What follows belongs to an exercise in optimizing a design on an open flow for a short achievable clock period and few clock cycles per item; a production flow would make more cautious choices.
Function was checked by simulation only, so behaviour that the tests miss may differ from the original.

== job 101 ==
==> flow/design.v (excerpt) <==
module pcie_app
#(
  parameter int NUM_REGS = 16
)
(
  input  logic                   pcie_core_clk_i,
  input  logic                   rst_n_i,
  input  logic                   s_axis_tx_tready_i,
  output logic [DATA_W-1:0]      s_axis_tx_tdata_o,
  output logic [KEEP_W-1:0]      s_axis_tx_tkeep_o,
  output logic                   s_axis_tx_tlast_o,
  output logic                   s_axis_tx_tvalid_o,
  input  logic [DATA_W-1:0]      m_axis_rx_tdata_i,
  input  logic                   m_axis_rx_tlast_i,
  input  logic                   m_axis_rx_tvalid_i,
  output logic                   m_axis_rx_tready_o,
  input  logic [7:0]             cfg_bus_number_i,
  input  logic [4:0]             cfg_device_number_i,
  input  logic [2:0]             cfg_function_number_i,
  output logic [31:0]            user_data_o,
  output logic [USER_ADDR_W-1:0] user_addr_o,
  output logic                   user_wr_req_o,
  input  logic [31:0]            user_data_i,
  input  logic                   user_rd_ack_i,
  output logic                   user_rd_req_o
);
Size in the first run: ~1,500 flip-flops, roughly 240 I/O pins, about 0.054 mm2 of cells after synthesis.
==> flow/config.mk <==
export PLATFORM = sky130hd
export DESIGN_NAME = pcie_app
export DESIGN_NICKNAME = pcie_app
export VERILOG_FILES = /design/flow/design.v
export SDC_FILE = /design/flow/constraint.sdc
export NUM_CORES = 4
export LEC_CHECK = 0
export ABC_CLOCK_PERIOD_IN_PS = 1800
export CAP_MARGIN = 20
export CORE_MARGIN = 2
export CORE_UTILIZATION = 50
export SETUP_SLACK_MARGIN = 2.1
export SLEW_MARGIN = 20
export TNS_END_PERCENT = 100
==> flow/constraint.sdc <==
create_clock -name core_clock -period 4.0 [get_ports {pcie_core_clk_i}]
set_input_delay 0.8000 -clock core_clock [delete_from_list [all_inputs] [get_ports {pcie_core_clk_i}]]
set_output_delay 0.8000 -clock core_clock [all_outputs]
set_load 0.01 [all_outputs]
run.sh (not shown) runs the stock make flow with config.mk's settings and CLKGATE_MAP_FILE= SYNTH_SCRIPT=/design/flow/synth_recipe.tcl, a recipe that flattens the netlist after the stock synthesis.
Job 101 has completed all stages; timing, DRC and antenna checks passed.
Testbench counts of job 101, summed over its fixed seeds: cycles 6,429, requests 3,200.
Relative to job 101, the following input files were edited for job 102:
--- a/flow/design.v
+++ b/flow/design.v
@@ -50,20 +50,21 @@
   output logic [REG_ADDR_W-1:0] cur_addr_o,
   output logic [31:0]           cur_data_o,
   output logic [2:0]            hdr_tc_o,
   output logic [1:0]            hdr_attr_o,
   output logic [15:0]           hdr_rid_o,
   output logic [7:0]            hdr_tag_o,
   input  logic [CQ_N-1:0]       cur_slot_i,
   output logic                  req_rd_o,
   output logic [15:1]           req_we_o,
   output logic [15:0]           req_sel_o,
+  output logic [15:0]           req_nsel_o,
   output logic [31:0]           req_data_o,
   output logic [CQ_N-1:0]       req_slot_o,
   input  logic [15:1]           written_i
 );
   localparam logic [1:0] ST_HDR     = 2'd0;
   localparam logic [1:0] ST_ADDR    = 2'd1;
   localparam logic [1:0] ST_DISCARD = 2'd2;
   logic [1:0]  state_q;
   logic        tready_q;
   logic        ntready_q;
@@ -126,20 +127,21 @@
       hdr_tc_o   <= beat.hdr.tc;
       hdr_attr_o <= beat.hdr.attr;
       hdr_rid_o  <= beat.hdr.rid;
       hdr_tag_o  <= beat.hdr.tag;
     end
     if (state_q == ST_ADDR)
     begin
       req_data_o <= cur_data_o;
       req_slot_o <= cur_slot_i;
       req_sel_o  <= sel & {written_i | req_we_o, 1'b1};
+      req_nsel_o <= ~(sel & {written_i | req_we_o, 1'b1});
     end
   end
 endmodule
 `timescale 1ns/100ps
 import pcie_app_pkg::*;
 module pcie_reg_file
 #(
   parameter int NUM_REGS = 16,
   parameter int UQ_N     = 4,
   parameter int CQ_N     = 8
@@ -147,41 +149,46 @@
 (
   input  logic                   pcie_core_clk_i,
   input  logic                   rst_n_i,
   input  logic                   push_i,
   input  logic                   cur_wr_i,
   input  logic [REG_ADDR_W-1:0]  cur_addr_i,
   input  logic [31:0]            cur_data_i,
   input  logic [CQ_N-1:0]        cur_slot_i,
   input  logic [15:1]            req_we_i,
   input  logic [15:0]            req_sel_i,
+  input  logic [15:0]            req_nsel_i,
   input  logic [31:0]            req_data_i,
   output logic [31:0]            local_rdata_o,
   output logic [NUM_REGS-1:1]    written_o,
   output logic                   uq_space_ok_o,
   output logic [CQ_N-1:0]        uret_slot_o,
   output logic [31:0]            uret_data_o,
   output logic [USER_ADDR_W-1:0] user_addr_o,
   output logic [31:0]            user_data_o,
   output logic                   user_wr_req_o,
   input  logic [31:0]            user_data_i,
   input  logic                   user_rd_ack_i,
   output logic                   user_rd_req_o
 );
   logic [31:0]           regs_q [1:NUM_REGS-1];
   logic [NUM_REGS-1:1]   written_q;
   assign written_o = written_q;
   always_comb
   begin
-    local_rdata_o = req_sel_i[0] ? DESIGN_ID : '0;
+    local_rdata_o[15:0]  = req_sel_i[0] ? DESIGN_ID[15:0] : '0;
+    local_rdata_o[31:16] = !req_nsel_i[0] ? DESIGN_ID[31:16] : '0;
     for (int i = 1; i < NUM_REGS; i++)
-      local_rdata_o = local_rdata_o | (regs_q[i] & {32{req_sel_i[i]}});
+    begin
+      local_rdata_o[15:0]  = local_rdata_o[15:0]  | (regs_q[i][15:0]  & {16{req_sel_i[i]}});
+      local_rdata_o[31:16] = local_rdata_o[31:16] | (regs_q[i][31:16] & {16{!req_nsel_i[i]}});
+    end
   end
   always_ff @(posedge pcie_core_clk_i or negedge rst_n_i)
   begin
     if (!rst_n_i)
       written_q <= '0;
     else
       written_q <= written_q | req_we_i[NUM_REGS-1:1];
   end
   always_ff @(posedge pcie_core_clk_i)
   begin
@@ -499,20 +506,21 @@
   logic [REG_ADDR_W-1:0] cur_addr;
   logic [31:0]           cur_data;
   logic [2:0]            hdr_tc;
   logic [1:0]            hdr_attr;
   logic [15:0]           hdr_rid;
   logic [7:0]            hdr_tag;
   logic [CQ_N-1:0]       cur_slot;
   logic                  req_rd;
   logic [15:1]           req_we;
   logic [15:0]           req_sel;
+  logic [15:0]           req_nsel;
   logic [31:0]           req_data;
   logic [CQ_N-1:0]       req_slot;
   logic [31:0]           local_rdata;
   logic [15:1]           written;
   logic [CQ_N-1:0]       uret_slot;
   logic [31:0]           uret_data;
   assign completer_id = {cfg_bus_number_i, cfg_device_number_i, cfg_function_number_i};
   assign space_ok = cq_space_ok && uq_space_ok;
   pcie_rx_engine #(
     .CQ_N (CQ_N)
@@ -530,38 +538,40 @@
     .cur_addr_o         (cur_addr),
     .cur_data_o         (cur_data),
     .hdr_tc_o           (hdr_tc),
     .hdr_attr_o         (hdr_attr),
     .hdr_rid_o          (hdr_rid),
     .hdr_tag_o          (hdr_tag),
     .cur_slot_i         (cur_slot),
     .req_rd_o           (req_rd),
     .req_we_o           (req_we),
     .req_sel_o          (req_sel),
+    .req_nsel_o         (req_nsel),
     .req_data_o         (req_data),
     .req_slot_o         (req_slot),
     .written_i          (written)
   );
   pcie_reg_file #(
     .NUM_REGS (NUM_REGS),
     .UQ_N     (UQ_N),
     .CQ_N     (CQ_N)
   ) reg_file0 (
     .pcie_core_clk_i (pcie_core_clk_i),
     .rst_n_i         (rst_n_i),
     .push_i          (push),
     .cur_wr_i        (cur_wr),
     .cur_addr_i      (cur_addr),
     .cur_data_i      (cur_data),
     .cur_slot_i      (cur_slot),
     .req_we_i        (req_we),
     .req_sel_i       (req_sel),
+    .req_nsel_i      (req_nsel),
     .req_data_i      (req_data),
     .local_rdata_o   (local_rdata),
     .written_o       (written),
     .uq_space_ok_o   (uq_space_ok),
     .uret_slot_o     (uret_slot),
     .uret_data_o     (uret_data),
     .user_addr_o     (user_addr_o),
     .user_data_o     (user_data_o),
     .user_wr_req_o   (user_wr_req_o),
     .user_data_i     (user_data_i),
Job 102: PASS, flow complete, no timing, DRC or antenna violations
Wire length: job 101 and job 102 compared, higher one is job 102
Clock-cell share of area: job 102 vs job 101, no meaningful difference
Max top achievable clock speed across job 101 and job 102: job 101
Job 101 has a higher worst hold slack than job 102.
Going from job 101 to job 102, data arrival time of the worst path grew by 0.06 ns, depth of the critical timing path with buffers and inverters included held steady.
The met1 wire length on job 102 is in line with that on job 101.
Compared to job 101, job 102 has extra flip-flops.
Testbench counts of job 102, summed over its fixed seeds: cycles 6,429, requests 3,200.

port drivers added, routing unchanged:
How much do the figures lean on ideal ports? The routed layouts below were timed once more, with nothing changed but the port constraints. Step 1 assumes that a clkbuf_16 drives the clock port and a buf_2 every other input. Step 2, shift: input delay + t, output delay - t, t = (earliest + latest rising clock arrival at the registers) / 2. This alone moves slack from input paths to output paths. Slacks: ideal ports / drivers / drivers and shift; pairs: ideal ports / drivers.
| run | t (ns) | setup slack, ns | hold WS [ns] | slew at the worst register clock pin (ns) | worst data-port slew with drivers (ns) |
|---|---|---|---|---|---|
| job 101 | 0.814 | 1.912 / 1.842 / 1.297 | 0.148 / 0.105 / 0.444 | 0.07 / 0.07 | 0.13 |
| job 102 | 0.826 | 1.851 / 1.780 / 1.389 | 0.048 / 0.043 / 0.440 | 0.07 / 0.07 | 0.21 |
After both steps setup and hold are still met in every run listed. The setup slack of job 101, which loses most, moves by -0.070 ns with the drivers and by -0.615 ns with both steps.
